Background: an optimization exercise with open tools, aiming at a short achievable clock period and few clock cycles. Do not read the settings as production practice. The RTL was checked by simulation tests, not by an equivalence proof against the original design. Power is estimated from default activity; no workload was simulated.

$ cat flow/flow/run.sh
#!/bin/bash
# Layout: the standard flow (standard.sh), with Yosys's full/half-adder
# extraction turned off (ADDER_MAP_FILE empty) so that ABC maps the
# write-back adder as plain logic. Everything else is the standard flow.
set -euo pipefail
bash standard.sh ADDER_MAP_FILE= finish > standard_flow.log 2>&1
$ cat flow/standard.sh
#!/bin/bash
# synth_recipe.tcl (not shown) runs the flow's synth.tcl, then flattens the netlist and writes it again
# the make line also repeats each setting of config.mk as NAME=value (left out here)
make -C /OpenROAD-flow-scripts/flow DESIGN_CONFIG=/design/flow/config.mk WORK_HOME=/design/flow/orfs CLKGATE_MAP_FILE= SYNTH_SCRIPT=/design/flow/synth_recipe.tcl "${@:-finish}"
$ cat flow/config.mk
export PLATFORM = sky130hd
export DESIGN_NAME = pipeCore
export DESIGN_NICKNAME = pipeCore
export VERILOG_FILES = /design/flow/design.v
export SDC_FILE = /design/flow/constraint.sdc
export NUM_CORES = 4
export LEC_CHECK = 0
export ABC_CLOCK_PERIOD_IN_PS = 1500
export CAP_MARGIN = 20
export CORE_MARGIN = 2
export CORE_UTILIZATION = 40
export SETUP_SLACK_MARGIN = 1.9
export SLEW_MARGIN = 20
$ cat flow/constraint.sdc
create_clock -name core_clock -period 3.6 [get_ports {CLK}]
set_input_delay 0.7200 -clock core_clock [delete_from_list [all_inputs] [get_ports {CLK}]]
set_output_delay 0.7200 -clock core_clock [all_outputs]
set_load 0.01 [all_outputs]
$ cat flow/design.v
module pipeCore (
  input  logic        CLK,
  input  logic        RSTB,
  input  logic        progWe,
  input  logic [5:0]  progAddr,
  input  logic [31:0] progData,
  output logic        wbWrite,
  output logic [3:0]  wbReg,
  output logic [15:0] wbData
);
  logic [63:0] memV;
  logic [9:0]  memW [0:63];
  logic [3:0] opBits;
  logic       wrValid;
  logic       wrSub;
  logic       wrAdd;
  assign opBits  = progData[31:28];
  assign wrValid = (opBits == 4'b1000) || (opBits == 4'b0100) ||
                   (opBits == 4'b0010) || (opBits == 4'b0001);
  assign wrSub   = opBits[2] | opBits[0];
  assign wrAdd   = opBits[1] | opBits[0];
  genvar gi;
  generate
    for (gi = 0; gi < 64; gi++)
    begin : g_mem
      always_ff @(posedge CLK)
      begin
        if (progWe && (progAddr == gi))
        begin
          memV[gi] <= wrValid;
          memW[gi] <= {wrSub, wrAdd, progData[7:0]};
        end
      end
    end
  endgenerate
  logic [31:0] fHot;        
  logic        fOk;         
  logic [1:0]  fV;
  logic [9:0]  fW0;
  logic [9:0]  fW1;
  logic        fire;
  logic [1:0]  rdV;
  logic [9:0]  rdW0;
  logic [9:0]  rdW1;
  always_comb
  begin
    rdV  = '0;
    rdW0 = '0;
    rdW1 = '0;
    for (int k = 0; k < 32; k++)
    begin
      rdV  = rdV  | ({memV[2*k+1], memV[2*k]} & {2{fHot[k]}});
      rdW0 = rdW0 | (memW[2*k]   & {10{fHot[k]}});
      rdW1 = rdW1 | (memW[2*k+1] & {10{fHot[k]}});
    end
  end
  always_ff @(posedge CLK or negedge RSTB)
  begin
    if (!RSTB)
    begin
      fHot <= 32'd1;
      fOk  <= 1'b0;
    end
    else
    begin
      fOk <= fire;
      if (fire)
        fHot <= {fHot[30:0], fHot[31]};
    end
  end
  always_ff @(posedge CLK)
  begin
    fV  <= rdV;
    fW0 <= rdW0;
    fW1 <= rdW1;
  end
  logic [3:0]  occ;
  logic [9:0]  q [0:3];
  logic [15:0] qHot [0:3];   
  logic [1:0] pV;
  logic [9:0] pW0;
  logic [9:0] pW1;
  logic [9:0] pFirst;
  logic [15:0] pFirstHot;
  logic [15:0] pW1Hot;
  logic [3:0] remT;         
  logic [3:0] occNext;
  logic       pop;
  logic       pushAny;
  logic       pushTwo;
  assign pV  = fV & {2{fOk}};
  assign pW0 = fW0;
  assign pW1 = fW1;
  assign pFirst = pV[0] ? pW0 : pW1;
  assign pFirstHot = 16'd1 << pFirst[3:0];
  assign pW1Hot    = 16'd1 << pW1[3:0];
  assign pop     = occ[0];
  assign remT    = {1'b0, occ[3:1]};
  assign pushAny = pV[0] | pV[1];
  assign pushTwo = pV[0] & pV[1];
  assign occNext = remT | ({remT[2:0], 1'b1} & {4{pushAny}})
                        | ({remT[1:0], 2'b11} & {4{pushTwo}});
  assign fire    = !occNext[3];
  always_ff @(posedge CLK or negedge RSTB)
  begin
    if (!RSTB)
      occ <= '0;
    else
      occ <= occNext;
  end
  always_ff @(posedge CLK)
  begin
    for (int k = 0; k < 4; k++)
    begin
      if (remT[k])
      begin
        q[k]    <= q[(k < 3) ? k + 1 : 3];
        qHot[k] <= qHot[(k < 3) ? k + 1 : 3];
      end
      else if ((k == 0) || remT[(k > 0) ? k - 1 : 0])
      begin
        q[k]    <= pFirst;
        qHot[k] <= pFirstHot;
      end
      else
      begin
        q[k]    <= pW1;
        qHot[k] <= pW1Hot;
      end
    end
  end
  logic [15:0] regs [0:15];
  logic        xV;
  logic [3:0]  xD;
  logic        xSub;
  logic        xAdd;
  logic        xTwo;        
  logic [15:0] xOpnd;
  logic [4:0]  xC;
  logic        hSub;
  logic        hAdd;
  logic [3:0]  hD;
  logic [3:0]  hS;
  logic        mX;
  logic        mW;
  logic [15:0] opndNext;
  logic [4:0]  cHead;
  logic [4:0]  cEx;
  assign {hSub, hAdd, hD, hS} = q[0];
  function automatic logic [4:0] constOf(input logic s, input logic a);
    case ({s, a})
      2'b10:   constOf = 5'b11101;
      2'b01:   constOf = 5'b00100;
      2'b11:   constOf = 5'b00001;
      default: constOf = 5'b00000;
    endcase
  endfunction
  function automatic logic [4:0] constOf2(input logic [1:0] p, input logic [1:0] q);
    case ({p, q})
      4'b0000: constOf2 = 5'd0;
      4'b0010: constOf2 = 5'b11101;
      4'b0001: constOf2 = 5'd4;
      4'b0011: constOf2 = 5'd1;
      4'b1000: constOf2 = 5'b11101;
      4'b1010: constOf2 = 5'b11010;
      4'b1001: constOf2 = 5'd1;
      4'b1011: constOf2 = 5'b11110;
      4'b0100: constOf2 = 5'd4;
      4'b0110: constOf2 = 5'd1;
      4'b0101: constOf2 = 5'd8;
      4'b0111: constOf2 = 5'd5;
      4'b1100: constOf2 = 5'd1;
      4'b1110: constOf2 = 5'b11110;
      4'b1101: constOf2 = 5'd5;
      default: constOf2 = 5'd2;
    endcase
  endfunction
  assign mX = xV && (xD == hS);
  assign mW = wbWriteI && (wbRegI == hS);
  logic [15:0] regRead;
  logic        selXo;
  logic        selWb;
  logic        selRf;
  always_comb
  begin
    regRead = '0;
    for (int i = 0; i < 16; i++)
      regRead = regRead | (regs[i] & {16{qHot[0][i]}});
  end
  assign selXo = mX & !xTwo;
  assign selWb = (mX & xTwo) | (!mX & mW);
  assign selRf = !mX & !mW;
  assign opndNext = (xOpnd & {16{selXo}}) | (wbDataI & {16{selWb}}) |
                    (regRead & {16{selRf}});
  assign cHead = constOf(hSub, hAdd);
  assign cEx   = constOf2({hSub, hAdd}, {xSub, xAdd});
  always_ff @(posedge CLK or negedge RSTB)
  begin
    if (!RSTB)
      xV <= 1'b0;
    else
      xV <= pop;
  end
  always_ff @(posedge CLK)
  begin
    xD    <= hD;
    xSub  <= hSub;
    xAdd  <= hAdd;
    xTwo  <= mX;
    xOpnd <= opndNext;
    xC    <= mX ? cEx : cHead;
  end
  logic [15:0] sum;
  assign sum = xOpnd + {{11{xC[4]}}, xC};
  logic        wbWriteI;
  logic [3:0]  wbRegI;
  logic [15:0] wbDataI;
  always_ff @(posedge CLK or negedge RSTB)
  begin
    if (!RSTB)
      wbWrite <= 1'b0;
    else
      wbWrite <= xV;
  end
  always_ff @(posedge CLK)
  begin
    wbReg  <= xD;
    wbData <= sum;
  end
  always_ff @(posedge CLK or negedge RSTB)
  begin
    if (!RSTB)
    begin
      wbRegI  <= '0;
      wbDataI <= '0;
    end
    else
    begin
      wbRegI  <= xD;
      wbDataI <= sum;
    end
  end
  always_ff @(posedge CLK)
  begin
    wbWriteI <= xV;
  end
  always_ff @(posedge CLK or negedge RSTB)
  begin
    if (!RSTB)
    begin
      for (int i = 0; i < 16; i++)
        regs[i] <= '0;
    end
    else if (wbWriteI)
    begin
      regs[wbRegI] <= wbDataI;
    end
  end
endmodule
==> impl_metrics.yaml, run 1 <==
sta:
  fmax_mhz: 486
  setup_viol: 0
  hold_slack_ns: 0.0306
  fin_skew_ns: 0.0841
  rsz0062_at_grt: "true"
  min_period_ns: 2.06
  max_slew_margin_pct: 26.4
  tightest_slew_ns: 1.10
  tns_ns: 0
  fin_crit_sh_pct: 57.2
  final-hold-violation-count: 0
  drv_slew: 0
cts:
  clockRootBuffer: "clkbuf_16"
  cts_inserted_buffers: 118
  cts_tree: "yes"
  clock-sinks: 1197
  h-tree-depth: 3
  clk_pin_slew_ns: 0.06
  clk-insertion-delay-late_ns: 0.73
  cts_hold_buf: 0
  clk_path_buf_depth: 3
yosys:
  synth_warnings: 5
  synth_edf_count: 704
  yosysUniqueCellTypes: 69
  syn-cell-area_sq_mm: 0.0447
  synth_fp_nets: 3070
  ys_async_sr_fraction_pct: 26.3
  ys_seq_area_share_pct: 72.9
  syn_avg_cell_area_sq_um: 14.8
  ys.flop_type: "edfxtp_1"
  syn_inst: 3029
  ys_seq_elements: 1197
detailed_routing:
  routed_wl_um: 143000
  drt-met1-wl_um: 57100
  ant_nets: 0
  drtIter0Drc: 3811
  drc: 0
  dr_wl_met2_um: 68700
  viasPerCell: 5.90
  met3WireLength_um: 12200
  num_vias: 29298
  dr.pass1.iters: 7
  routedWlPerCell_um: 28.8
  highest_layer: "met5"
run:
  maxCapViolCount: 0
layout:
  area_growth_pct: 26.6
  multiInputGateArea_sq_mm: 0.0133
  drive_gt1_share_pct: 34.2
  regArea_sq_mm: 0.0328
  num-fill-cells: 9161
  final_util_pct: 51.1
  final_cell_mix: "704 x edfxtp_1, 311 x a22oi_1, 276 x dfrtp_1"
  layout_commonest_cell: "edfxtp_1"
  layout.nets: 3415
worst_setup_path:
  r2r-end: "fW1[6]$_DFF_P_"
  crit_path_start_kind: "register"
  required_ns: 4.20
  ff2ff_setup_slack_ns: 1.54
  end_kind: "register"
  cp_max_fo: 6
  crit_type: "register to register"
  cpPeakStageDelay_ns: 0.59
  arrival_ns: 2.66
  ff2ff_path_depth: 4
  cp_slowest_cell: "or4_4"
  crit_chain: "buf_12, a22oi_1, nand3_1, or4_4"
  r2r_start: "fHot[30]$_DFFE_PN0P_"
placed_design:
  dp_hpwl_um: 80500
  io_buffers: 41
  routabilityCongestion: 0.854
power:
  power_density_mw_per_mm2: 483
  ir_drop_mv: 0.416
  leakagePower_nw: 21.1
die:
  fp.dieW_um: 338
  initial_utilization_pct: 40.3
  core-area_sq_mm: 0.111
  die_y_um: 338
  ios: 62
  floorplan.rows: 122
  die_area_sq_mm: 0.114
global_routing:
  grt_pass1_vias: 28425
  grt_max_degree: 87
  grt_pass1_wl_um: 202000
  grt_use_total_pct: 24.0
  antenna_found_initial: 4
  overflow: 0
hold_path:
  hold_path.class: "input pin to asynchronous set/reset pin"
outcome:
  outcome: "timing/DRC/antenna clean"
## where the power goes
group	switching (W)	internal, W
Clock	0.00538	0.00692
Sequential	0.0000164	0.0146
Combinational	0.000340	0.0000894
## registers in the layout, indices dropped and copies added, names as in the netlist, 2 cells and up
name,count
fV,2
memW,640
fHot,32
xD,4
memV,64
wbData,16
xOpnd,16
xC,5
fW1,10
occ,4
qHot,64
wbReg,4
q,40
wbRegI,4
cEx,5
wbDataI,16
regs,256
fW0,10
## worst max-delay path, delay by kind of cell (launching register included)
| family | cells | cell delay [ns] |
|---|---|---|
| and+or+nand+nor | 2 | 0.85 |
| DFF | 1 | 0.54 |
| AOI/OAI and AO/OA | 1 | 0.35 |
| buffers and inverters | 1 | 0.17 |
## area by class of cell
type | instances | share of cell area, %
diodes | 1 | 0.00442
inverters | 46 | 0.305
repair buffers | 419 | 8.30
clock inverters | 70 | 1.24
flip-flops and latches | 1197 | 57.9
multi-input cells | 1592 | 23.4
well taps | 1488 | 3.29
clock buffers | 152 | 5.57
## through the flow
stage	setup WS [ns]	cell area, sq um	power (W)	cells
floorplan	1.59	45200	0.0150	3029
global placement	0.437	47700	0.0153	4491
detailed placement	0.432	47700	0.0153	4492
CTS	1.59	55100	0.0274	4897
global route	1.52	56600	0.0281	4964
finish	1.54	56600	0.0273	4965
## worst max-delay path by stage
stage	startpoint	endpoint	slack, ns	cells after the start
after floorplan	progAddr[5]	memV[0]$_DFFE_PP_	1.59	4
after global placement	progAddr[2]	memW[52][7]$_DFFE_PP_	0.44	4
after detailed placement	progAddr[2]	memW[52][7]$_DFFE_PP_	0.43	4
after CTS	fHot[9]$_DFFE_PN0P_	fV[0]$_DFF_P_	1.59	5
after global routing	fHot[28]$_DFFE_PN0P_	fW0[0]$_DFF_P_	1.52	5
final	fHot[30]$_DFFE_PN0P_	fW1[6]$_DFF_P_	1.54	4
## cells by family after synthesis
kind of cell | count (synthesis) | synth area share [%]
buffers and inverters | 244 | 2.21
and+or+nand+nor | 566 | 6.09
xor gates and xnor gates | 26 | 0.509
AOI/OAI and AO/OA | 758 | 12.3
DFF | 1197 | 72.9
adders and majority gates | 1 | 0.0224
muxes | 237 | 5.92
## per-layer routing
layer  track usage [%]  up-vias
met5                 0        -
met3              4.28      287
met2              39.4     1448
met4              7.47        4
li1                  -    12489
met1              32.6    15070
## synth_stat cells, drive strengths merged (7+ instances only)
cell | number | area share (%)
nand4 | 48 | 0.67
mux2i | 25 | 0.57
buf | 31 | 0.42
a222oi | 17 | 0.38
xnor2 | 19 | 0.37
xor2 | 7 | 0.14
or4 | 23 | 0.39
nand2b | 9 | 0.13
o31ai | 17 | 0.29
a32o | 8 | 0.18
dfxtp | 178 | 8.0
a22o | 76 | 1.5
clkbuf | 167 | 1.4
nor3b | 7 | 0.12
a31oi | 15 | 0.21
a221oi | 77 | 1.5
inv | 46 | 0.39
nor2 | 124 | 1.1
mux2 | 212 | 5.3
nor2b | 10 | 0.14
nand3 | 101 | 1.1
edfxtp | 704 | 47
a22oi | 346 | 5.8
o21ai | 173 | 1.9
nand2 | 197 | 1.7
a21oi | 11 | 0.13
dfrtp | 314 | 18
nor3 | 12 | 0.21
## what timing repair did
item                       4_1_cts  5_1_grt
pin swaps                      123      122
setup buffers                  179       58
gates cloned                     4        9
setup endpoints to repair     1177      546
gates resized for setup        454      212
Testbench counts, summed over its fixed seeds: cycles 16,291.
==> run 2, diff against run 1 <==
--- a/flow/design.v
+++ b/flow/design.v
@@ -33,46 +33,113 @@
       end
     end
   endgenerate
-  logic [31:0] fHot;        
+  logic [3:0]  colHot;      
+  logic [7:0]  rowNext;     
+  logic [7:0]  bufV;
+  logic [9:0]  bufW [0:7];
   logic        fOk;         
   logic [1:0]  fV;
   logic [9:0]  fW0;
   logic [9:0]  fW1;
   logic        fire;
-  logic [1:0]  rdV;
-  logic [9:0]  rdW0;
-  logic [9:0]  rdW1;
+  logic        rowLoad;
+  logic [7:0]  rdV;
+  logic [9:0]  rdW [0:7];
+  logic [7:0]  row0V;
+  logic [9:0]  row0W [0:7];
+  logic [1:0]  selV;
+  logic [9:0]  selW0;
+  logic [9:0]  selW1;
   always_comb
   begin
-    rdV  = '0;
-    rdW0 = '0;
-    rdW1 = '0;
-    for (int k = 0; k < 32; k++)
-    begin
-      rdV  = rdV  | ({memV[2*k+1], memV[2*k]} & {2{fHot[k]}});
-      rdW0 = rdW0 | (memW[2*k]   & {10{fHot[k]}});
-      rdW1 = rdW1 | (memW[2*k+1] & {10{fHot[k]}});
-    end
-  end
-  always_ff @(posedge CLK or negedge RSTB)
-  begin
-    if (!RSTB)
-    begin
-      fHot <= 32'd1;
-      fOk  <= 1'b0;
-    end
-    else
-    begin
-      fOk <= fire;
-      if (fire)
-        fHot <= {fHot[30:0], fHot[31]};
-    end
-  end
-  always_ff @(posedge CLK)
-  begin
-    fV  <= rdV;
-    fW0 <= rdW0;
-    fW1 <= rdW1;
+    rdV = '0;
+    for (int w = 0; w < 8; w++)
+      rdW[w] = '0;
+    for (int r = 0; r < 8; r++)
+    begin
+      for (int w = 0; w < 8; w++)
+      begin
+        rdV[w] = rdV[w] | (memV[8*r+w] & rowNext[r]);
+        rdW[w] = rdW[w] | (memW[8*r+w] & {10{rowNext[r]}});
+      end
+    end
+  end
+  always_comb
+  begin
+    for (int w = 0; w < 8; w++)
+    begin
+      if (progWe && (progAddr == w))
+      begin
+        row0V[w] = wrValid;
+        row0W[w] = {wrSub, wrAdd, progData[7:0]};
+      end
+      else
+      begin
+        row0V[w] = memV[w];
+        row0W[w] = memW[w];
+      end
+    end
+  end
+  assign rowLoad = fire & colHot[3];
+  always_ff @(posedge CLK)
+  begin
+    if (!RSTB)
+    begin
+      bufV <= row0V;
+      for (int w = 0; w < 8; w++)
+        bufW[w] <= row0W[w];
+    end
+    else if (rowLoad)
+    begin
+      bufV <= rdV;
+      for (int w = 0; w < 8; w++)
+        bufW[w] <= rdW[w];
+    end
+  end
+  always_ff @(posedge CLK)
+  begin
+    if (!RSTB)
+    begin
+      colHot  <= 4'd4;      
+      rowNext <= 8'd2;
+    end
+    else if (fire)
+    begin
+      colHot <= {colHot[2:0], colHot[3]};
+      if (colHot[3])
+        rowNext <= {rowNext[6:0], rowNext[7]};
+    end
+  end
+  always_ff @(posedge CLK)
+  begin
+    fOk <= !RSTB | fire;
+  end
+  always_comb
+  begin
+    selV  = '0;
+    selW0 = '0;
+    selW1 = '0;
+    for (int c = 0; c < 4; c++)
+    begin
+      selV  = selV  | (bufV[2*c +: 2] & {2{colHot[c]}});
+      selW0 = selW0 | (bufW[2*c]      & {10{colHot[c]}});
+      selW1 = selW1 | (bufW[2*c+1]    & {10{colHot[c]}});
+    end
+  end
+  always_ff @(posedge CLK)
+  begin
+    if (!RSTB)
+    begin
+      fV  <= row0V[3:2];
+      fW0 <= row0W[2];
+      fW1 <= row0W[3];
+    end
+    else
+    begin
+      fV  <= selV;
+      fW0 <= selW0;
+      fW1 <= selW1;
+    end
   end
   logic [3:0]  occ;
   logic [9:0]  q [0:3];
@@ -101,10 +168,10 @@
   assign occNext = remT | ({remT[2:0], 1'b1} & {4{pushAny}})
                         | ({remT[1:0], 2'b11} & {4{pushTwo}});
   assign fire    = !occNext[3];
-  always_ff @(posedge CLK or negedge RSTB)
-  begin
-    if (!RSTB)
-      occ <= '0;
+  always_ff @(posedge CLK)
+  begin
+    if (!RSTB)
+      occ <= {3'b000, row0V[0] & row0V[1]};
     else
       occ <= occNext;
   end
@@ -112,7 +179,12 @@
   begin
     for (int k = 0; k < 4; k++)
     begin
-      if (remT[k])
+      if (!RSTB)
+      begin
+        q[k]    <= row0W[1];
+        qHot[k] <= 16'd1 << row0W[1][3:0];
+      end
+      else if (remT[k])
       begin
         q[k]    <= q[(k < 3) ? k + 1 : 3];
         qHot[k] <= qHot[(k < 3) ? k + 1 : 3];
@@ -194,21 +266,30 @@
                     (regRead & {16{selRf}});
   assign cHead = constOf(hSub, hAdd);
   assign cEx   = constOf2({hSub, hAdd}, {xSub, xAdd});
-  always_ff @(posedge CLK or negedge RSTB)
-  begin
-    if (!RSTB)
-      xV <= 1'b0;
-    else
-      xV <= pop;
-  end
-  always_ff @(posedge CLK)
-  begin
-    xD    <= hD;
-    xSub  <= hSub;
-    xAdd  <= hAdd;
-    xTwo  <= mX;
-    xOpnd <= opndNext;
-    xC    <= mX ? cEx : cHead;
+  logic [9:0] firstW;
+  assign firstW = row0V[0] ? row0W[0] : row0W[1];
+  always_ff @(posedge CLK)
+  begin
+    if (!RSTB)
+    begin
+      xV    <= row0V[0] | row0V[1];
+      xD    <= firstW[7:4];
+      xSub  <= firstW[9];
+      xAdd  <= firstW[8];
+      xTwo  <= 1'b0;
+      xOpnd <= '0;
+      xC    <= constOf(firstW[9], firstW[8]);
+    end
+    else
+    begin
+      xV    <= pop;
+      xD    <= hD;
+      xSub  <= hSub;
+      xAdd  <= hAdd;
+      xTwo  <= mX;
+      xOpnd <= opndNext;
+      xC    <= mX ? cEx : cHead;
+    end
   end
   logic [15:0] sum;
   assign sum = xOpnd + {{11{xC[4]}}, xC};
==> run 2 against run 1 <==
Still clean. Worst setup slack improved by 0.011 ns. Routed wire length rose by 10%. Sequential share of layout area fell by 4.1 points. Highest routed layer unchanged.
==> impl_metrics.yaml, run 2 <==
outcome:
  outcome: "timing/DRC/antenna clean"
layout:
  largest_reg_flops: 640
  stdcell_count: 5706
  layout.nets: 4012
  top_register: "memW"
  largest_registers: "memW: 640 flops, regs: 256 flops, bufW: 80 flops"
  area_growth_pct: 27.8
  multiInputGateArea_sq_mm: 0.0170
  layout_commonest_cell: "edfxtp_1"
  final_cell_mix: "704 x edfxtp_1, 273 x dfrtp_1, 261 x mux2_2"
  regArea_sq_mm: 0.0339
  num-fill-cells: 10001
  drive_gt1_share_pct: 35.7
sta:
  rsz0062_at_grt: "true"
  setup_viol: 0
  max_slew_margin_pct: 28.9
  tightest_slew_ns: 1.07
  min_period_ns: 2.05
  fin_ws_ns: 1.55
  tns_ns: 0
  fmax_mhz: 488
  fin_crit_sh_pct: 56.9
  final-hold-violation-count: 0
  drv_slew: 0
  fin_skew_ns: 0.0508
power:
  share_comb_of_total_power_pct: 12.7
  p_int_w: 0.0272
  power_frac_clock_pct: 38.7
  power.net_switching_w: 0.00947
  netSwitchingFraction_pct: 25.8
  sequentialPowerShare_pct: 48.6
  power_density_mw_per_mm2: 581
  ir_drop_mv: 0.539
  leakagePower_nw: 24.1
global_routing:
  grt_pass1_wl_um: 225000
  grt_pass1_vias: 33138
  overflow: 0
  grt_use_total_pct: 24.2
  antenna_found_initial: 5
  grt_max_degree: 183
placed_design:
  dp_hpwl_um: 86900
  routabilityCongestion: 0.891
  dp.cells: 5217
  post-place-ws_ns: 0.300
  io_buffers: 41
cts:
  cts_tree: "yes"
  cts_hold_buf: 0
  clk-insertion-delay-late_ns: 0.77
  clockRootBuffer: "clkbuf_16"
  h-tree-depth: 4
  clk_pin_slew_ns: 0.06
  clock-sinks: 1265
  clk_path_buf_depth: 3
  cts_inserted_buffers: 131
yosys:
  synth_fp_nets: 3668
  syn_avg_cell_area_sq_um: 13.6
  ys_async_sr_fraction_pct: 21.9
  yosysUniqueCellTypes: 70
  synth_top_area_cell: "edfxtp_1"
  ys_seq_area_share_pct: 68.4
  ys_top_cells_by_count: "704 x edfxtp_1, 309 x mux2_2, 284 x dfxtp_1, 277 x dfrtp_1, 258 x clkbuf_1"
  synth_edf_count: 704
  synth_warnings: 8
  ys_seq_elements: 1265
  yosysMostFrequentCell: "edfxtp_1"
  ys.flop_type: "edfxtp_1"
  syn-cell-area_sq_mm: 0.0494
  synth.top_cell.area_share_pct: 42.8
  syn_inst: 3627
  synth_area_leaders: "edfxtp_1 43%, dfrtp_1 14%, dfxtp_1 12%"
die:
  core-area_sq_mm: 0.122
  ios: 62
  die_y_um: 355
  floorplan.rows: 128
  die_area_sq_mm: 0.126
  fp.dieW_um: 355
  initial_utilization_pct: 40.4
detailed_routing:
  dr.pass1.iters: 7
  drtIter0Drc: 3841
  drt-met1-wl_um: 64400
  drc: 0
  ant_nets: 0
  dr_wl_met2_um: 74200
  highest_layer: "met5"
  viasPerCell: 5.98
  routedWlPerCell_um: 27.6
  num_vias: 34123
  met3WireLength_um: 12500
  routed_wl_um: 158000
worst_setup_path:
  crit_type: "input pin to register"
  arrival_ns: 2.68
  end_kind: "register"
  cpPeakStageDelay_ns: 0.60
  crit_path_start_kind: "input pin"
  required_ns: 4.23
  cp_max_fo: 8
  cp_common_cell: "buf_12"
  crit_chain: "buf_8, or4b_4, nor2_4, buf_12, mux2i_4, buf_6, nor3_4, buf_12, and2_4, a21o_1"
  cp_slowest_cell: "or4b_4"
hold_path:
  hold_path.class: "input pin to register"
run:
  maxCapViolCount: 0
-- run 2: changes by cell type in the layout (fill, tap and decap cells not counted), sizes merged, moves of 51 or more --
cell	previous run	this run
a22oi	346	179
a21oi	11	157
nor2	124	244
dfxtp	178	284
mux2	213	309
buf	401	477
o21ai	173	109
a221oi	77	137
a21o	2	56
a31oi	15	67
clkbuf	158	209
-- run 2: power by group through the flow --
stage	Clock [W]	Combinational, W	Sequential [W]
6_report	0.0142	0.00466	0.0178
5_1_grt	0.0149	0.00495	0.0179
4_1_cts	0.0143	0.00409	0.0177
3_5_place_dp	0	0.00332	0.0180
3_3_place_gp	0	0.00326	0.0179
2_1_floorplan	0	0.00230	0.0173
-- run 2: layout make-up --
cell class	count	share of cell area, %
flip-flops and latches	1265	53.8
multi-input cells	2053	27.0
repair buffers	489	8.59
clock buffers	197	6.22
well taps	1625	3.22
clock inverters	44	0.944
inverters	30	0.218
repair inverters	1	0.00793
diodes	2	0.00793
-- run 2: metrics by stage --
stage | instance area, sq um | util, % | hold WS (ns) | power, W
final | 63100 | 51.7 | 0.339 | 0.0366
after global routing | 63100 | 51.7 | 0.335 | 0.0378
after CTS | 60800 | 49.8 | 0.305 | 0.0361
after detailed placement | 52800 | 43.2 | 0.424 | 0.0213
after global placement | 52800 | 43.2 | 0.419 | 0.0212
after floorplan | 49700 | - | 0.342 | 0.0196
-- run 2: worst paths after layout --
path                                     start                 endpoint  slack [ns]  depth (start not counted)
min in group asynchronous                 RSTB     wbDataI[3]$_DFF_PN0_        0.42                          2
max in group asynchronous                 RSTB  regs[5][10]$_DFFE_PN0P_        2.27                          2
max reg2reg                xOpnd[0]$_SDFF_PN0_    wbDataI[11]$_DFF_PN0_        1.61                          7
max                                progAddr[3]      qHot[2][12]$_DFF_P_        1.55                         10
min reg2reg                      xD[1]$_DFF_P_      wbRegI[1]$_DFF_PN0_        0.43                          0
min                                progData[4]    memW[31][4]$_DFFE_PP_        0.34                          1
-- run 2: worst max-delay path: cells and delay by family --
kind / cells / cell delay, ns
and+or+nand+nor: 4 / 0.95
buffers and inverters: 4 / 0.55
muxes: 1 / 0.29
AOI/OAI and AO/OA: 1 / 0.15
-- run 2: repair_timing --
action	in CTS	in global routing
cloned	16	12
endpoints found under the hold margin	0	0
pin swaps	94	82
endpoints found under the setup margin	1216	619
setup buffers	150	68
resized for setup	586	378
-- run 2: layer usage --
metal | track usage (%) | vias up
li1 | - | 14747
met1 | 32.4 | 17607
met2 | 38.7 | 1447
met3 | 4.34 | 318
met4 | 10.5 | 4
met5 | 0 | -
-- run 2: cells by family (layout without fill, tap and decap cells) --
kind of cell | count (synthesis) | in the layout | share of synthesized area, %
DFF | 1265 | 1265 | 68.4
AOI/OAI and AO/OA | 973 | 973 | 14.3
and+or+nand+nor | 696 | 699 | 6.47
muxes | 343 | 343 | 7.75
buffers and inverters | 312 | 761 | 2.39
xor gates and xnor gates | 36 | 36 | 0.639
adders and majority gates | 2 | 2 | 0.0406
other | 0 | 2 | 0
Testbench counts of run 2, summed over its fixed seeds: cycles 16,202.
==> run 3, diff against run 2 <==
--- a/flow/design.v
+++ b/flow/design.v
@@ -64,23 +64,24 @@
       end
     end
   end
+  logic dirty;
+  logic reloadR;
+  logic fetchNow;
   always_comb
   begin
     for (int w = 0; w < 8; w++)
     begin
-      if (progWe && (progAddr == w))
-      begin
-        row0V[w] = wrValid;
-        row0W[w] = {wrSub, wrAdd, progData[7:0]};
-      end
-      else
-      begin
-        row0V[w] = memV[w];
-        row0W[w] = memW[w];
-      end
+      row0V[w] = memV[w];
+      row0W[w] = memW[w];
     end
   end
-  assign rowLoad = fire & colHot[3];
+  assign dirty = progWe & (progAddr[5:3] == 3'b000);
+  always_ff @(posedge CLK)
+  begin
+    reloadR <= !RSTB & dirty;
+  end
+  assign fetchNow = fire & !reloadR;
+  assign rowLoad  = (fetchNow & colHot[3]) | reloadR;
   always_ff @(posedge CLK)
   begin
     if (!RSTB)
@@ -100,19 +101,20 @@
   begin
     if (!RSTB)
     begin
-      colHot  <= 4'd4;      
-      rowNext <= 8'd2;
+      colHot  <= dirty ? 4'd1 : 4'd4;
+      rowNext <= dirty ? 8'd1 : 8'd2;
     end
-    else if (fire)
+    else
     begin
-      colHot <= {colHot[2:0], colHot[3]};
-      if (colHot[3])
+      if (fetchNow)
+        colHot <= {colHot[2:0], colHot[3]};
+      if (rowLoad)
         rowNext <= {rowNext[6:0], rowNext[7]};
     end
   end
   always_ff @(posedge CLK)
   begin
-    fOk <= !RSTB | fire;
+    fOk <= !RSTB ? !dirty : fetchNow;
   end
   always_comb
   begin
@@ -167,11 +169,19 @@
   assign pushTwo = pV[0] & pV[1];
   assign occNext = remT | ({remT[2:0], 1'b1} & {4{pushAny}})
                         | ({remT[1:0], 2'b11} & {4{pushTwo}});
-  assign fire    = !occNext[3];
+  logic fireR;
+  logic fireNext;
+  assign fireNext = !((occNext[3] & fetchNow & (selV[0] | selV[1])) |
+                      (occNext[2] & fetchNow & selV[0] & selV[1]));
+  always_ff @(posedge CLK)
+  begin
+    fireR <= !RSTB | fireNext;
+  end
+  assign fire    = fireR;
   always_ff @(posedge CLK)
   begin
     if (!RSTB)
-      occ <= {3'b000, row0V[0] & row0V[1]};
+      occ <= {3'b000, row0V[0] & row0V[1] & !dirty};
     else
       occ <= occNext;
   end
@@ -272,7 +282,7 @@
   begin
     if (!RSTB)
     begin
-      xV    <= row0V[0] | row0V[1];
+      xV    <= (row0V[0] | row0V[1]) & !dirty;
       xD    <= firstW[7:4];
       xSub  <= firstW[9];
       xAdd  <= firstW[8];
@@ -325,6 +335,14 @@
   begin
     wbWriteI <= xV;
   end
+  logic [15:0] wbHotI;
+  always_ff @(posedge CLK or negedge RSTB)
+  begin
+    if (!RSTB)
+      wbHotI <= '0;
+    else
+      wbHotI <= (16'd1 << xD) & {16{xV}};
+  end
   always_ff @(posedge CLK or negedge RSTB)
   begin
     if (!RSTB)
@@ -332,9 +350,11 @@
       for (int i = 0; i < 16; i++)
         regs[i] <= '0;
     end
-    else if (wbWriteI)
+    else
     begin
-      regs[wbRegI] <= wbDataI;
+      for (int i = 0; i < 16; i++)
+        if (wbHotI[i])
+          regs[i] <= wbDataI;
     end
   end
 endmodule
==> run 3 against run 2 <==
Register-to-register slack lost 0.16 ns. Highest routed layer is now met4. Still clean on timing, DRC and antenna. Worst setup slack lost 0.10 ns. Critical path type is now register to register. Routed wire length fell by 6.4%. Largest power group unchanged. Sequential cell count increased by 18. Clock-buffer cell count down 9. First-iteration DRC count rose by 8.0%. Global-route usage down 1.4 points. Maximum frequency decreased by 4.7%.
==> impl_metrics.yaml, run 3 <==
detailed_routing:
  num_vias: 31494
  viasPerCell: 5.96
  drc: 0
  drtIter0Drc: 4150
  routedWlPerCell_um: 28.0
  ant_nets: 0
  routed_wl_um: 148000
  dr.pass1.iters: 7
sta:
  max_slew_margin_pct: 23.5
  fin_skew_ns: 0.0342
  min_period_ns: 2.15
  tightest_slew_ns: 1.15
  fin_ws_ns: 1.45
  drv_slew: 0
  fin_crit_sh_pct: 59.7
  final-hold-violation-count: 0
  setup_viol: 0
  tns_ns: 0
  rsz0062_at_grt: "true"
  fmax_mhz: 465
yosys:
  syn_inst: 3296
  ys_seq_elements: 1283
  ys_async_sr_fraction_pct: 22.8
  ys.flop_type: "edfxtp_1"
  synth_fp_nets: 3337
  syn-cell-area_sq_mm: 0.0490
  yosysUniqueCellTypes: 76
  synth_top_area_cell: "edfxtp_1"
  ys_seq_area_share_pct: 71.9
  synth_edf_count: 804
  synth_area_leaders: "edfxtp_1 49%, dfrtp_1 15%, dfxtp_1 7.6%"
  yosysMostFrequentCell: "edfxtp_1"
  synth.top_cell.area_share_pct: 49.3
  synth_warnings: 8
  syn_avg_cell_area_sq_um: 14.9
  ys_top_cells_by_count: "804 x edfxtp_1, 293 x dfrtp_1, 267 x mux2_2, 234 x clkbuf_1, 218 x a22oi_1"
worst_setup_path:
  r2r_start: "rowNext[2]$_SDFFCE_PN0P_"
  crit_type: "register to register"
  cp-startpoint: "rowNext[2]$_SDFFCE_PN0P_"
  r2r-end: "bufW[6][7]$_DFFE_PP_"
  ff2ff_path_depth: 6
  cp_slowest_cell: "a222oi_1"
  cp_max_fo: 7
  cpPeakStageDelay_ns: 0.56
  arrival_ns: 2.66
  ff2ff_setup_slack_ns: 1.45
  end_kind: "register"
  cp_common_cell: "buf_12"
  required_ns: 4.11
  crit_path_start_kind: "register"
  crit_chain: "buf_12, buf_12, buf_16, a222oi_1, nand3_1, a22o_1"
layout:
  final_util_pct: 50.5
  final_cell_mix: "804 x edfxtp_1, 289 x dfrtp_1, 263 x mux2_2"
  top_register: "memW"
  num-fill-cells: 9964
  layout.nets: 3592
  largest_registers: "memW: 640 flops, regs: 256 flops, bufW: 80 flops"
  drive_gt1_share_pct: 31.5
  largest_reg_flops: 640
  layout_commonest_cell: "edfxtp_1"
  area_growth_pct: 25.4
global_routing:
  grt_pass1_vias: 30215
  grt_max_degree: 139
  grt_use_total_pct: 22.8
  antenna_found_initial: 3
  grt_pass1_wl_um: 210000
  overflow: 0
power:
  power_density_mw_per_mm2: 645
  ir_drop_mv: 0.527
  leakagePower_nw: 22.3
die:
  ios: 62
  fp.dieW_um: 354
  initial_utilization_pct: 40.3
  die_area_sq_mm: 0.125
  die_y_um: 354
  core-area_sq_mm: 0.122
  floorplan.rows: 128
outcome:
  outcome: "timing/DRC/antenna clean"
cts:
  clk_path_buf_depth: 3
  cts_tree: "yes"
  clockRootBuffer: "clkbuf_16"
  clk-insertion-delay-late_ns: 0.78
  cts_inserted_buffers: 135
  h-tree-depth: 4
  clk_pin_slew_ns: 0.06
  clock-sinks: 1283
hold_path:
  hold_path.class: "input pin to asynchronous set/reset pin"
placed_design:
  post-place-ws_ns: 0.512
  io_buffers: 41
  dp_hpwl_um: 74700
  routabilityCongestion: 0.798
run:
  maxCapViolCount: 0
[run 3: changes by cell type after synthesis, moves of 61 or more]
cell / previous run / this run
a21oi_1: 157 / 84
nand2_1: 189 / 114
edfxtp_1: 704 / 804
a221oi_1: 136 / 67
dfxtp_1: 284 / 186
nor2_1: 241 / 180
[run 3: layout make-up]
cell class | count | area (sq um) | area share [%]
Inverter | 19 | 92.6 | 0.151
Clock buffer | 188 | 3810 | 6.21
Timing Repair inverter | 1 | 5.00 | 0.00815
Multi-Input combinational cell | 1739 | 14600 | 23.8
Sequential cell | 1283 | 35300 | 57.5
Clock inverter | 53 | 597 | 0.972
Tap cell | 1625 | 2030 | 3.31
Timing Repair Buffer | 372 | 4920 | 8.01
Antenna cell | 2 | 5.00 | 0.00815
[run 3: what timing repair did]
| item | 4_1_cts | 5_1_grt |
|---|---|---|
| hold buffers | 1 | 0 |
| pin swaps | 252 | 195 |
| setup buffers | 127 | 68 |
| hold endpoints to repair | 1 | 0 |
| resized for setup | 300 | 240 |
| endpoints found under the setup margin | 1081 | 880 |
| gates cloned | 35 | 12 |
[run 3: worst max-delay path by stage]
| stage | end | slack (ns) | depth (start not counted) |
|---|---|---|---|
| after global routing | bufW[4][7]$_DFFE_PP_ | 1.40 | 6 |
| final | bufW[6][7]$_DFFE_PP_ | 1.45 | 6 |
| after floorplan | memV[22]$_DFFE_PP_ | 1.55 | 3 |
| after CTS | wbDataI[15]$_DFF_PN0_ | 1.48 | 6 |
| after detailed placement | memW[25][9]$_DFFE_PP_ | 0.51 | 4 |
| after global placement | memW[25][9]$_DFFE_PP_ | 0.53 | 4 |
[run 3: critical path: cells and delay by family (launching register included)]
family | cells | cell delay [ns]
AOI/OAI and AO/OA | 2 | 0.79
buffers and inverters | 3 | 0.47
DFF | 1 | 0.41
and+or+nand+nor | 1 | 0.18
[run 3: power breakdown]
group	leakage (nW)	switching [W]	internal (W)
clock	2.14	0.00584	0.00796
combinational	7.37	0.00347	0.00319
sequential	12.8	0.00155	0.0176
[run 3: routing by layer]
layer  wire length (um)  share of wire [%]  track usage (%)
met3              11100                7.5             3.48
met2              71200                 48             37.1
met4               5380                3.6             8.56
met1              60000                 41             31.1
met5                  0                  0                0
[run 3: cells by family (layout without fill, tap and decap cells)]
group	Yosys count	count (layout)	share of synthesized area (%)
mux	290	293	6.61
simple gates	540	545	5.23
other cells	0	2	0
fa+ha+maj	1	1	0.0204
compound gates	867	867	13.4
xor+xnor	33	33	0.590
buf+inv	282	633	2.22
flops	1283	1283	71.9
[run 3: metrics by stage]
step	area, sq um	std cells	total power [W]	hold WS (ns)
after global routing	61400	5280	0.0409	0.335
after detailed placement	51900	4795	0.0242	0.422
after global placement	51900	4795	0.0241	0.415
after CTS	59200	5199	0.0389	0.308
after floorplan	49800	3296	0.0221	0.341
final	61400	5282	0.0396	0.296
Testbench counts of run 3, summed over its fixed seeds: cycles 16,202.
==> run 4, diff against run 3 <==
--- a/flow/design.v
+++ b/flow/design.v
@@ -66,6 +66,7 @@
   end
   logic dirty;
   logic reloadR;
+  logic reloadR2;
   logic fetchNow;
   always_comb
   begin
@@ -78,10 +79,19 @@
   assign dirty = progWe & (progAddr[5:3] == 3'b000);
   always_ff @(posedge CLK)
   begin
-    reloadR <= !RSTB & dirty;
+    reloadR  <= !RSTB & dirty;
+    reloadR2 <= RSTB & reloadR;
+  end
+  assign fetchNow = fire & !reloadR & !reloadR2;
+  assign rowLoad  = (fetchNow & colHot[3]) | reloadR2;
+  logic [7:0] nextV;
+  logic [9:0] nextW [0:7];
+  always_ff @(posedge CLK)
+  begin
+    nextV <= rdV;
+    for (int w = 0; w < 8; w++)
+      nextW[w] <= rdW[w];
   end
-  assign fetchNow = fire & !reloadR;
-  assign rowLoad  = (fetchNow & colHot[3]) | reloadR;
   always_ff @(posedge CLK)
   begin
     if (!RSTB)
@@ -92,9 +102,9 @@
     end
     else if (rowLoad)
     begin
-      bufV <= rdV;
+      bufV <= nextV;
       for (int w = 0; w < 8; w++)
-        bufW[w] <= rdW[w];
+        bufW[w] <= nextW[w];
     end
   end
   always_ff @(posedge CLK)
==> run 4 against run 3 <==
Combinational power grew 39%. Synthesized area rose by 5.0%. Non-clock buffer count shrank 25. Die area rose by 4.9%. Power grew 14%. Worst setup slack gained 0.074 ns. Critical path depth did not move. Routed wire length decreased by 2.9%. Clock-buffer cell count increased by 24. Via count grew 1.7%. Global-route usage fell by 1.8 points. Synthesized cell count grew 5.5%. Critical path type unchanged. Highest routed layer is now met5.
==> impl_metrics.yaml, run 4 <==
cts:
  clk_path_buf_depth: 3
  h-tree-depth: 4
  clock-sinks: 1372
  cts_hold_buf: 0
  clk_pin_slew_ns: 0.06
  cts_inserted_buffers: 141
  cts_tree: "yes"
  clk-insertion-delay-late_ns: 0.77
  clockRootBuffer: "clkbuf_16"
yosys:
  syn_inst: 3477
  synth_edf_count: 804
  yosysMostFrequentCell: "edfxtp_1"
  yosysUniqueCellTypes: 66
  synth_top_area_cell: "edfxtp_1"
  ys.flop_type: "edfxtp_1"
  ys_async_sr_fraction_pct: 21.4
  synth_fp_nets: 3518
  synth_area_leaders: "edfxtp_1 47%, dfrtp_1 14%, dfxtp_1 11%"
  syn-cell-area_sq_mm: 0.0514
  syn_avg_cell_area_sq_um: 14.8
  synth_warnings: 9
  ys_seq_area_share_pct: 72.0
  synth.top_cell.area_share_pct: 47.0
  ys_seq_elements: 1372
  ys_top_cells_by_count: "804 x edfxtp_1, 403 x a22oi_1, 338 x mux2_2, 293 x dfrtp_1, 275 x dfxtp_1"
sta:
  fin_skew_ns: 0.0335
  min_period_ns: 2.08
  tightest_slew_ns: 1.14
  fin_crit_sh_pct: 57.7
  drv_slew: 0
  fmax_mhz: 482
  rsz0062_at_grt: "true"
  final-hold-violation-count: 0
  max_slew_margin_pct: 23.8
  fin_ws_ns: 1.52
  setup_viol: 0
  tns_ns: 0
die:
  core-area_sq_mm: 0.128
  floorplan.rows: 131
  fp.dieW_um: 362
  initial_utilization_pct: 40.3
  die_area_sq_mm: 0.131
  ios: 62
  die_y_um: 362
layout:
  drive_gt1_share_pct: 32.4
  largest_reg_flops: 640
  largest_registers: "memW: 640 flops, regs: 256 flops"
  final_util_pct: 49.5
  area_growth_pct: 22.9
  final_cell_mix: "804 x edfxtp_1, 395 x a22oi_1, 333 x mux2_2"
  num-fill-cells: 10666
  layout.nets: 3747
  layout_commonest_cell: "edfxtp_1"
  stdcell_count: 5488
  top_register: "memW"
global_routing:
  antenna_found_initial: 3
  overflow: 0
  grt_max_degree: 176
  grt_pass1_wl_um: 207000
  grt_pass1_vias: 31259
  grt_use_total_pct: 21.0
power:
  power_density_mw_per_mm2: 717
  leakagePower_nw: 23.0
  ir_drop_mv: 0.613
  power_w: 0.0453
detailed_routing:
  ant_nets: 0
  num_vias: 32031
  routedWlPerCell_um: 26.1
  viasPerCell: 5.84
  dr.pass1.iters: 7
  drtIter0Drc: 2974
  drc: 0
  routed_wl_um: 143000
worst_setup_path:
  end_kind: "register"
  required_ns: 4.25
  crit_type: "register to register"
  arrival_ns: 2.72
  cp_slowest_cell: "dfxtp_1"
  cp_max_fo: 11
  cpPeakStageDelay_ns: 0.49
  crit_path_start_kind: "register"
  crit_chain: "nor2b_1, nand4_1, nor3b_4, and3b_2, a31oi_4, xnor2_2"
placed_design:
  routabilityCongestion: 0.800
  post-place-ws_ns: 0.697
  io_buffers: 41
  dp.cells: 5017
  dp_hpwl_um: 79100
outcome:
  outcome: "timing/DRC/antenna clean"
hold_path:
  hold_path.class: "input pin to asynchronous set/reset pin"
run:
  maxCapViolCount: 0
[run 4: cell types whose count changed in the layout (fill, tap and decap cells not counted), moves of 33 or more]
cell and change:
dfxtp_1 +78, a22o_1 -89, nand2_1 +46, a221oi_1 -33
mux2_2 +70, a222oi_1 -90, a22oi_1 +184, nand4_1 +88
a221oi_2 +33, nand3_1 -88
[run 4: per-layer routing]
| layer | share of wire (%) | track usage (%) |
|---|---|---|
| met4 | 3.2 | 7.40 |
| met3 | 6.0 | 3.57 |
| met2 | 48 | 33.8 |
| met5 | 0.022 | 0 |
| met1 | 43 | 28.9 |
[run 4: logic make-up (layout without fill, tap and decap cells)]
| family | after synthesis | after routing | share of synthesized area [%] |
|---|---|---|---|
| DFF | 1372 | 1372 | 72.0 |
| xor gates and xnor gates | 34 | 34 | 0.580 |
| AOI/OAI and AO/OA | 839 | 839 | 11.7 |
| muxes | 378 | 379 | 8.20 |
| other | 0 | 1 | 0 |
| buffers and inverters | 273 | 619 | 2.02 |
| adders and majority gates | 1 | 1 | 0.0195 |
| and+or+nand+nor | 580 | 581 | 5.48 |
[run 4: repair_timing]
| action | 4_1_cts | 5_1_grt |
|---|---|---|
| gates cloned | 6 | 15 |
| buffers inserted | 113 | 74 |
| setup endpoints to repair | 1024 | 687 |
| gates resized for setup | 346 | 314 |
| pin swaps | 67 | 96 |
[run 4: power breakdown]
group          total (W)  internal (W)  switching (W)
logic            0.00926       0.00424        0.00502
registers         0.0211        0.0191        0.00197
clock network     0.0149       0.00876        0.00615
[run 4: path summary, 6_finish.rpt]
check,slack [ns],to,depth (start not counted),from
max,1.52,wbDataI[15]$_DFF_PN0_,6,xC[4]$_DFF_P_
min,0.22,regs[8][9]$_DFFE_PN0P_,2,RSTB
min reg2reg,0.39,wbRegI[3]$_DFF_PN0_,0,xD[3]$_DFF_P_
min in group core_clock,0.35,memW[55][0]$_DFFE_PP_,1,progData[0]
max in group asynchronous,2.49,wbDataI[13]$_DFF_PN0_,2,RSTB
max reg2reg,1.52,wbDataI[15]$_DFF_PN0_,6,xC[4]$_DFF_P_
[run 4: area by class of cell]
| type | instances | area (sq um) | share of cell area [%] |
|---|---|---|---|
| multi-input combinational | 1834 | 15300 | 24.2 |
| timing repair buffer | 347 | 3840 | 6.09 |
| sequential | 1372 | 37100 | 58.8 |
| clock inverter | 50 | 617 | 0.977 |
| antenna | 1 | 2.50 | 0.00396 |
| tap | 1662 | 2080 | 3.29 |
| clock buffer | 212 | 4150 | 6.58 |
| inverter | 10 | 45.0 | 0.0713 |
[run 4: per-stage QoR]
step	area (sq um)	hold slack, ns
after floorplan	52100	0.341
after global placement	54200	0.415
after detailed placement	54200	0.420
after CTS	61200	0.313
after global routing	63100	0.304
final	63100	0.217
[run 4: critical path, delay by kind of cell (launching register included)]
family          cells  cell delay (ns)
simple gates        4             1.13
flops               1             0.49
xor+xnor            1             0.25
compound gates      1             0.10
Testbench counts of run 4, summed over its fixed seeds: cycles 16,202.
==> run 5, diff against run 4 <==
==> flow/flow/run.sh (replaced) <==
#!/bin/bash
# Layout: the standard flow (standard.sh), with three changes to how
# cells are picked; the flow steps themselves are the standard ones.
#  - Yosys's full/half-adder extraction is off (ADDER_MAP_FILE empty), so
#    ABC maps the write-back adder as plain logic.
#  - The 4-input OR/NOR cells join the platform's don't-use list (the first
#    36 names are the platform's own list): ABC tends to put these slow
#    cells on the critical paths.
#  - Port buffers are buf_4 cells; buffer_ports otherwise picks delay
#    buffers for some outputs.
set -euo pipefail
DONT_USE="sky130_fd_sc_hd__lpflow_bleeder_1 sky130_fd_sc_hd__lpflow_clkbufkapwr_1 sky130_fd_sc_hd__lpflow_clkbufkapwr_16 sky130_fd_sc_hd__lpflow_clkbufkapwr_2 sky130_fd_sc_hd__lpflow_clkbufkapwr_4 sky130_fd_sc_hd__lpflow_clkbufkapwr_8 sky130_fd_sc_hd__lpflow_clkinvkapwr_1 sky130_fd_sc_hd__lpflow_clkinvkapwr_16 sky130_fd_sc_hd__lpflow_clkinvkapwr_2 sky130_fd_sc_hd__lpflow_clkinvkapwr_4 sky130_fd_sc_hd__lpflow_clkinvkapwr_8 sky130_fd_sc_hd__lpflow_decapkapwr_12 sky130_fd_sc_hd__lpflow_decapkapwr_3 sky130_fd_sc_hd__lpflow_decapkapwr_4 sky130_fd_sc_hd__lpflow_decapkapwr_6 sky130_fd_sc_hd__lpflow_decapkapwr_8 sky130_fd_sc_hd__lpflow_inputiso0n_1 sky130_fd_sc_hd__lpflow_inputiso0p_1 sky130_fd_sc_hd__lpflow_inputiso1n_1 sky130_fd_sc_hd__lpflow_inputiso1p_1 sky130_fd_sc_hd__lpflow_inputisolatch_1 sky130_fd_sc_hd__lpflow_isobufsrc_1 sky130_fd_sc_hd__lpflow_isobufsrc_16 sky130_fd_sc_hd__lpflow_isobufsrc_2 sky130_fd_sc_hd__lpflow_isobufsrc_4 sky130_fd_sc_hd__lpflow_isobufsrc_8 sky130_fd_sc_hd__lpflow_isobufsrckapwr_16 sky130_fd_sc_hd__lpflow_lsbuf_lh_hl_isowell_tap_1 sky130_fd_sc_hd__lpflow_lsbuf_lh_hl_isowell_tap_2 sky130_fd_sc_hd__lpflow_lsbuf_lh_hl_isowell_tap_4 sky130_fd_sc_hd__lpflow_lsbuf_lh_isowell_4 sky130_fd_sc_hd__lpflow_lsbuf_lh_isowell_tap_1 sky130_fd_sc_hd__lpflow_lsbuf_lh_isowell_tap_2 sky130_fd_sc_hd__lpflow_lsbuf_lh_isowell_tap_4 sky130_fd_sc_hd__probe_p_8 sky130_fd_sc_hd__probec_p_8 sky130_fd_sc_hd__or4_1 sky130_fd_sc_hd__or4_2 sky130_fd_sc_hd__or4_4 sky130_fd_sc_hd__or4b_1 sky130_fd_sc_hd__or4b_2 sky130_fd_sc_hd__or4b_4 sky130_fd_sc_hd__or4bb_1 sky130_fd_sc_hd__or4bb_2 sky130_fd_sc_hd__or4bb_4 sky130_fd_sc_hd__nor4_1 sky130_fd_sc_hd__nor4_2 sky130_fd_sc_hd__nor4_4 sky130_fd_sc_hd__nor4b_1 sky130_fd_sc_hd__nor4b_2 sky130_fd_sc_hd__nor4b_4 sky130_fd_sc_hd__nor4bb_1 sky130_fd_sc_hd__nor4bb_2 sky130_fd_sc_hd__nor4bb_4"
bash standard.sh ADDER_MAP_FILE= "DONT_USE_CELLS=$DONT_USE" \
  "BUFFER_PORTS_ARGS=-buffer_cell sky130_fd_sc_hd__buf_4" finish \
  > standard_flow.log 2>&1
==> run 5 against run 4 <==
Sequential share of layout area rose by 2.2 points. Sequential cell count did not move. Non-clock buffer count decreased by 143. Die area is 0.27% higher. Clock power down 5%. Final cell count down 2.6%. Critical path type is now register to output pin.
==> impl_metrics.yaml, run 5 <==
power:
  power_density_mw_per_mm2: 721
  netSwitchingFraction_pct: 29.6
  ir_drop_mv: 0.530
  share_comb_of_total_power_pct: 19.3
  power.net_switching_w: 0.0130
  leakagePower_nw: 21.9
  p_int_w: 0.0309
  power_frac_clock_pct: 32.3
  sequentialPowerShare_pct: 48.4
sta:
  max_slew_margin_pct: 18.7
  final-hold-violation-count: 0
  rsz0062_at_grt: "true"
  drv_slew: 0
  tightest_slew_ns: 1.22
  fmax_mhz: 507
  fin_skew_ns: 0.0399
  fin_crit_sh_pct: 54.8
  min_period_ns: 1.97
  fin_ws_ns: 1.63
  tns_ns: 0
  setup_viol: 0
layout:
  largest_registers: "memW: 640 flops, regs: 256 flops"
  area_growth_pct: 18.2
  top_register: "memW"
  layout.nets: 3606
  drive_gt1_share_pct: 28.5
  layout_commonest_cell: "edfxtp_1"
  stdcell_count: 5346
  largest_reg_flops: 640
  final_cell_mix: "804 x edfxtp_1, 399 x a22oi_1, 333 x mux2_2"
run:
  maxCapViolCount: 0
yosys:
  synth_area_leaders: "edfxtp_1 47%, dfrtp_1 14%, dfxtp_1 11%"
  yosysMostFrequentCell: "edfxtp_1"
  ys_seq_area_share_pct: 71.8
  synth_fp_nets: 3527
  synth_edf_count: 804
  synth_warnings: 9
  ys_seq_elements: 1372
  synth.top_cell.area_share_pct: 46.9
  syn-cell-area_sq_mm: 0.0515
  yosysUniqueCellTypes: 67
  ys_async_sr_fraction_pct: 21.4
  syn_avg_cell_area_sq_um: 14.8
  syn_inst: 3486
  ys_top_cells_by_count: "804 x edfxtp_1, 402 x a22oi_1, 336 x mux2_2, 293 x dfrtp_1, 275 x dfxtp_1"
  ys.flop_type: "edfxtp_1"
  synth_top_area_cell: "edfxtp_1"
cts:
  clk_pin_slew_ns: 0.06
  h-tree-depth: 4
  clk_path_buf_depth: 3
  clock-sinks: 1372
  clockRootBuffer: "clkbuf_16"
  clk-insertion-delay-late_ns: 0.79
  cts_inserted_buffers: 139
  cts_tree: "yes"
worst_setup_path:
  r2r_start: "xOpnd[0]$_SDFF_PN0_"
  required_ns: 2.88
  crit_type: "register to output pin"
  cp-startpoint: "wbWrite$_DFF_PN0_"
  cpPeakStageDelay_ns: 0.38
  arrival_ns: 1.25
  cp_max_fo: 1
  crit_buf_inv: 1
  crit_chain: "buf_6"
  cp_slowest_cell: "dfrtp_1"
  crit_path_start_kind: "register"
  end_kind: "output pin"
  critPathTopFamily: "flip-flops"
detailed_routing:
  drc: 0
  ant_nets: 0
  dr.pass1.iters: 7
  viasPerCell: 5.83
  routedWlPerCell_um: 26.3
  num_vias: 31156
  drtIter0Drc: 3072
  routed_wl_um: 140000
global_routing:
  use_met3_pct: 3.23
  antenna_found_initial: 1
  grt_pass1_vias: 30697
  grt_use_total_pct: 20.9
  grt_max_degree: 149
  grtUsageMet2_pct: 33.8
  gr-max-usage-layer: "met2"
  use_met1_pct: 29.4
  grt_pass1_wl_um: 205000
  overflow: 0
die:
  fp.dieW_um: 363
  initial_utilization_pct: 40.4
  ios: 62
  floorplan.rows: 131
  die_y_um: 363
  die_area_sq_mm: 0.132
  core-area_sq_mm: 0.128
placed_design:
  routabilityCongestion: 0.819
  dp_hpwl_um: 76000
  io_buffers: 41
  post-place-ws_ns: 0.753
  dp.cells: 5001
hold_path:
  hold_path.class: "input pin to asynchronous set/reset pin"
outcome:
  outcome: "timing/DRC/antenna clean"
==> run 5: what timing repair did <==
action / in CTS / in global routing
gates cloned: 2 / 4
buffers inserted: 48 / 30
endpoints found under the setup margin: 343 / 162
pin swaps: 25 / 79
hold buffers: 1 / 0
hold endpoints to repair: 9 / 0
resized for setup: 190 / 163
==> run 5: layout make-up <==
class,count,area (sq um)
clock buffers,196,3900
multi-input cells,1836,15000
well taps,1662,2080
inverters,12,55.1
fillers,10832,66800
diodes,1,2.50
flip-flops and latches,1372,37100
clock inverters,63,602
repair buffers,204,2170
==> run 5: cell families (layout without fill, tap and decap cells) <==
group           Yosys count  in the layout  share of synthesized area, %
other cells               0              1                             0
buf+inv                 281            475                          2.14
flops                  1372           1372                          71.8
xor+xnor                 34             34                         0.578
simple gates            583            584                          5.54
compound gates          836            836                          11.8
mux                     379            381                          8.20
fa+ha+maj                 1              1                        0.0194
==> run 5: power groups by stage <==
stage,Combinational (W),Clock [W],Sequential (W)
2_1_floorplan,0.00523,0,0.0203
3_3_place_gp,0.00701,0,0.0213
3_5_place_dp,0.00710,0,0.0214
4_1_cts,0.00785,0.0144,0.0211
5_1_grt,0.00909,0.0151,0.0215
6_report,0.00848,0.0142,0.0212
==> run 5: stage by stage <==
step	utilization [%]	instance area [sq um]	total power [W]	hold WS, ns
6_report	47.7	60900	0.0439	0.307
5_1_grt	47.7	60900	0.0456	0.310
4_1_cts	46.9	59800	0.0433	0.270
3_5_place_dp	42.5	54200	0.0285	0.420
3_3_place_gp	42.5	54200	0.0283	0.416
2_1_floorplan	-	52300	0.0255	0.339
==> run 5: metal layers <==
| layer | up-vias | routed length (um) |
|---|---|---|
| met1 | 16187 | 61700 |
| li1 | 13704 | - |
| met2 | 1040 | 67600 |
| met5 | - | 13 |
| met3 | 223 | 8020 |
| met4 | 2 | 3140 |
==> run 5: final timing paths <==
check | endpoint | slack [ns] | depth (start not counted)
worst max register to register | wbData[15]$_DFF_P_ | 1.71 | 7
worst min-delay path | regs[10][6]$_DFFE_PN0P_ | 0.31 | 2
worst max-delay path | wbWrite | 1.63 | 1
min in group core_clock | reloadR$_DFF_P_ | 0.33 | 2
max in group asynchronous | wbRegI[0]$_DFF_PN0_ | 2.31 | 2
worst min register to register | wbRegI[1]$_DFF_PN0_ | 0.39 | 0
==> run 6, diff against run 5 <==
--- a/flow/design.v
+++ b/flow/design.v
@@ -316,17 +316,11 @@
   logic        wbWriteI;
   logic [3:0]  wbRegI;
   logic [15:0] wbDataI;
-  always_ff @(posedge CLK or negedge RSTB)
-  begin
-    if (!RSTB)
-      wbWrite <= 1'b0;
-    else
-      wbWrite <= xV;
-  end
   always_ff @(posedge CLK)
   begin
-    wbReg  <= xD;
-    wbData <= sum;
+    wbWrite <= xV & RSTB;
+    wbReg   <= xD;
+    wbData  <= sum;
   end
   always_ff @(posedge CLK or negedge RSTB)
   begin
==> run 6 against run 5 <==
Power shrank 0.52%. Still clean. First-iteration DRC count shrank 3.1%. Via count grew 0.21%. Hold slack lost 0.10 ns. Worst setup slack gained 0.025 ns. Critical path depth is the same. Final cell count grew 0.52%. Register-to-register slack lost 0.04 ns. Clock-buffer cell count is the same. Clock skew shrank 0.0032 ns. Routed wire length grew 0.90%.
==> impl_metrics.yaml, run 6 <==
layout:
  largest_registers: "memW: 640 flops, regs: 256 flops"
  area_growth_pct: 18.7
  top_register: "memW"
  layout.nets: 3640
  layout_commonest_cell: "edfxtp_1"
  drive_gt1_share_pct: 28.1
  largest_reg_flops: 640
  final_cell_mix: "804 x edfxtp_1, 401 x a22oi_1, 329 x mux2_2"
  final_cell_area_sq_mm: 0.0612
power:
  ir_drop_mv: 0.548
  leakagePower_nw: 22.0
  power_density_mw_per_mm2: 713
yosys:
  yosysUniqueCellTypes: 75
  ys_top_cells_by_count: "804 x edfxtp_1, 402 x a22oi_1, 334 x mux2_2, 292 x dfrtp_1, 276 x dfxtp_1"
  syn_avg_cell_area_sq_um: 14.7
  ys_async_sr_fraction_pct: 21.3
  ys_seq_area_share_pct: 71.7
  synth_area_leaders: "edfxtp_1 47%, dfrtp_1 14%, dfxtp_1 11%"
  synth_fp_nets: 3548
  syn-cell-area_sq_mm: 0.0516
  synth_warnings: 9
  synth.top_cell.area_share_pct: 46.8
  yosysMostFrequentCell: "edfxtp_1"
  synth_top_area_cell: "edfxtp_1"
  syn_inst: 3507
  ys_seq_elements: 1372
  synth_edf_count: 804
  ys.flop_type: "edfxtp_1"
sta:
  tns_ns: 0
  drv_slew: 0
  min_period_ns: 1.95
  rsz0062_at_grt: "true"
  fmax_mhz: 513
  max_slew_margin_pct: 15.6
  tightest_slew_ns: 1.27
  fin_ws_ns: 1.65
  fin_crit_sh_pct: 54.1
  setup_viol: 0
  final-hold-violation-count: 0
  fin_skew_ns: 0.0367
cts:
  cts_inserted_buffers: 139
  cts_tree: "yes"
  clk_pin_slew_ns: 0.06
  clk_path_buf_depth: 3
  h-tree-depth: 4
  clock-sinks: 1372
  clk-insertion-delay-late_ns: 0.78
  clockRootBuffer: "clkbuf_16"
worst_setup_path:
  cp_max_fo: 1
  crit_buf_inv: 1
  cpPeakStageDelay_ns: 0.36
  arrival_ns: 1.23
  crit_path_start_kind: "register"
  end_kind: "output pin"
  required_ns: 2.88
  cp_slowest_cell: "dfxtp_2"
  critPathTopFamily: "flip-flops"
  crit_chain: "buf_6"
  ff2ff_setup_slack_ns: 1.67
  crit_type: "register to output pin"
die:
  core-area_sq_mm: 0.128
  die_y_um: 363
  initial_utilization_pct: 40.4
  fp.dieW_um: 363
  floorplan.rows: 131
  die_area_sq_mm: 0.132
  ios: 62
global_routing:
  overflow: 0
  grt_pass1_wl_um: 208000
  antenna_found_initial: 3
  grt_max_degree: 139
  grt_pass1_vias: 31080
  grt_use_total_pct: 21.2
hold_path:
  hold_path.class: "input pin to asynchronous set/reset pin"
detailed_routing:
  drtIter0Drc: 2977
  routedWlPerCell_um: 26.4
  routed_wl_um: 142000
  num_vias: 31221
  ant_nets: 0
  viasPerCell: 5.81
  dr.pass1.iters: 5
  drc: 0
placed_design:
  routabilityCongestion: 0.804
  place_area_sq_mm: 0.0545
  dp_hpwl_um: 76500
  io_buffers: 41
  post-place-ws_ns: 0.999
outcome:
  outcome: "timing/DRC/antenna clean"
run:
  maxCapViolCount: 0
run 6: logic make-up (layout without fill, tap and decap cells):
logic type	count (synthesis)	in the layout	share of synthesized area, %
flops	1372	1372	71.7
compound gates	865	866	12.1
simple gates	593	594	5.65
mux	359	359	7.82
buf+inv	283	485	2.16
xor+xnor	34	34	0.577
fa+ha+maj	1	1	0.0194
other cells	0	1	0
run 6: timing repair:
| action | 4_1_cts | 5_1_grt |
|---|---|---|
| hold endpoints to repair | 3 | 0 |
| endpoints found under the setup margin | 237 | 228 |
| buffers inserted | 60 | 38 |
| pin swaps | 55 | 69 |
| cloned | 4 | 3 |
| hold buffers | 1 | 0 |
| resized for setup | 204 | 112 |
run 6: stage by stage:
step | util (%) | instances | power (W) | hold slack [ns]
after CTS | 47.1 | 5331 | 0.0434 | 0.193
after global routing | 47.9 | 5373 | 0.0454 | 0.229
after global placement | 42.6 | 5013 | 0.0281 | 0.430
final | 47.9 | 5374 | 0.0437 | 0.206
after detailed placement | 42.6 | 5013 | 0.0283 | 0.434
after floorplan | - | 3507 | 0.0254 | 0.339
run 6: final timing paths:
path                               startpoint                        to  cells past startpoint
max                        wbData[15]$_DFF_P_                wbData[15]                      1
max reg2reg                     xC[2]$_DFF_P_     wbDataI[14]$_DFF_PN0_                      8
max in group asynchronous                RSTB  regs[12][13]$_DFFE_PN0P_                      2
min in group core_clock                  RSTB           q[1][2]$_DFF_P_                      2
min reg2reg                     xD[3]$_DFF_P_          wbReg[3]$_DFF_P_                      0
min                                      RSTB    regs[8][4]$_DFFE_PN0P_                      2
run 6: final cells by class:
| class | instances | area [sq um] |
|---|---|---|
| Timing Repair Buffer | 222 | 2500 |
| Antenna cell | 1 | 2.50 |
| Sequential cell | 1372 | 37100 |
| Tap cell | 1662 | 2080 |
| Clock inverter | 57 | 633 |
| Multi-Input combinational cell | 1854 | 15000 |
| Inverter | 10 | 63.8 |
| Fill cell | 10957 | 66600 |
| Clock buffer | 196 | 3850 |
run 6: report_power, final:
| part | internal [W] | switching, W |
|---|---|---|
| Combinational | 0.00377 | 0.00450 |
| Clock | 0.00817 | 0.00612 |
| Sequential | 0.0191 | 0.00197 |
run 6: layer usage:
metal	vias up	part of all wire (%)	global-route usage [%]
li1	13816	-	-
met1	16093	42	28.3
met2	1040	49	35.1
met3	270	5.7	3.00
met4	2	3.1	7.73
met5	-	0.0092	0
Testbench counts of run 6, summed over its fixed seeds: cycles 16,202.

==> static timing again, ports no longer ideal <==
No port has a modelled driver above. Below, the same layouts with a new extraction and two added sets of constraints. Step 1, drivers: a clkbuf_16 drives CLK and a buf_2 each remaining input, both assumed. Step 2 times the ports against the registers' clock, not the clock port: input delays grow and output delays shrink by t, the midpoint of the rising clock arrivals with the driver on. Three values: ideal, step 1, step 2; two values: the first two.
run	t (ns)	setup WS [ns]	worst data-port slew with drivers (ns)
run 1	0.764	1.542 / 1.542 / 1.154	0.06
run 2	0.821	1.553 / 1.575 / 0.756	0.21
run 3	0.830	1.451 / 1.451 / 1.068	0.05
run 4	0.830	1.525 / 1.525 / 1.003	0.22
run 5	0.838	1.626 / 1.555 / 1.055	0.05
run 6	0.837	1.651 / 1.576 / 1.135	0.05
After both steps setup and hold are still met in every run listed. The setup slack of run 2, which loses most, moves by +0.022 ns with the drivers and by -0.797 ns with both steps.
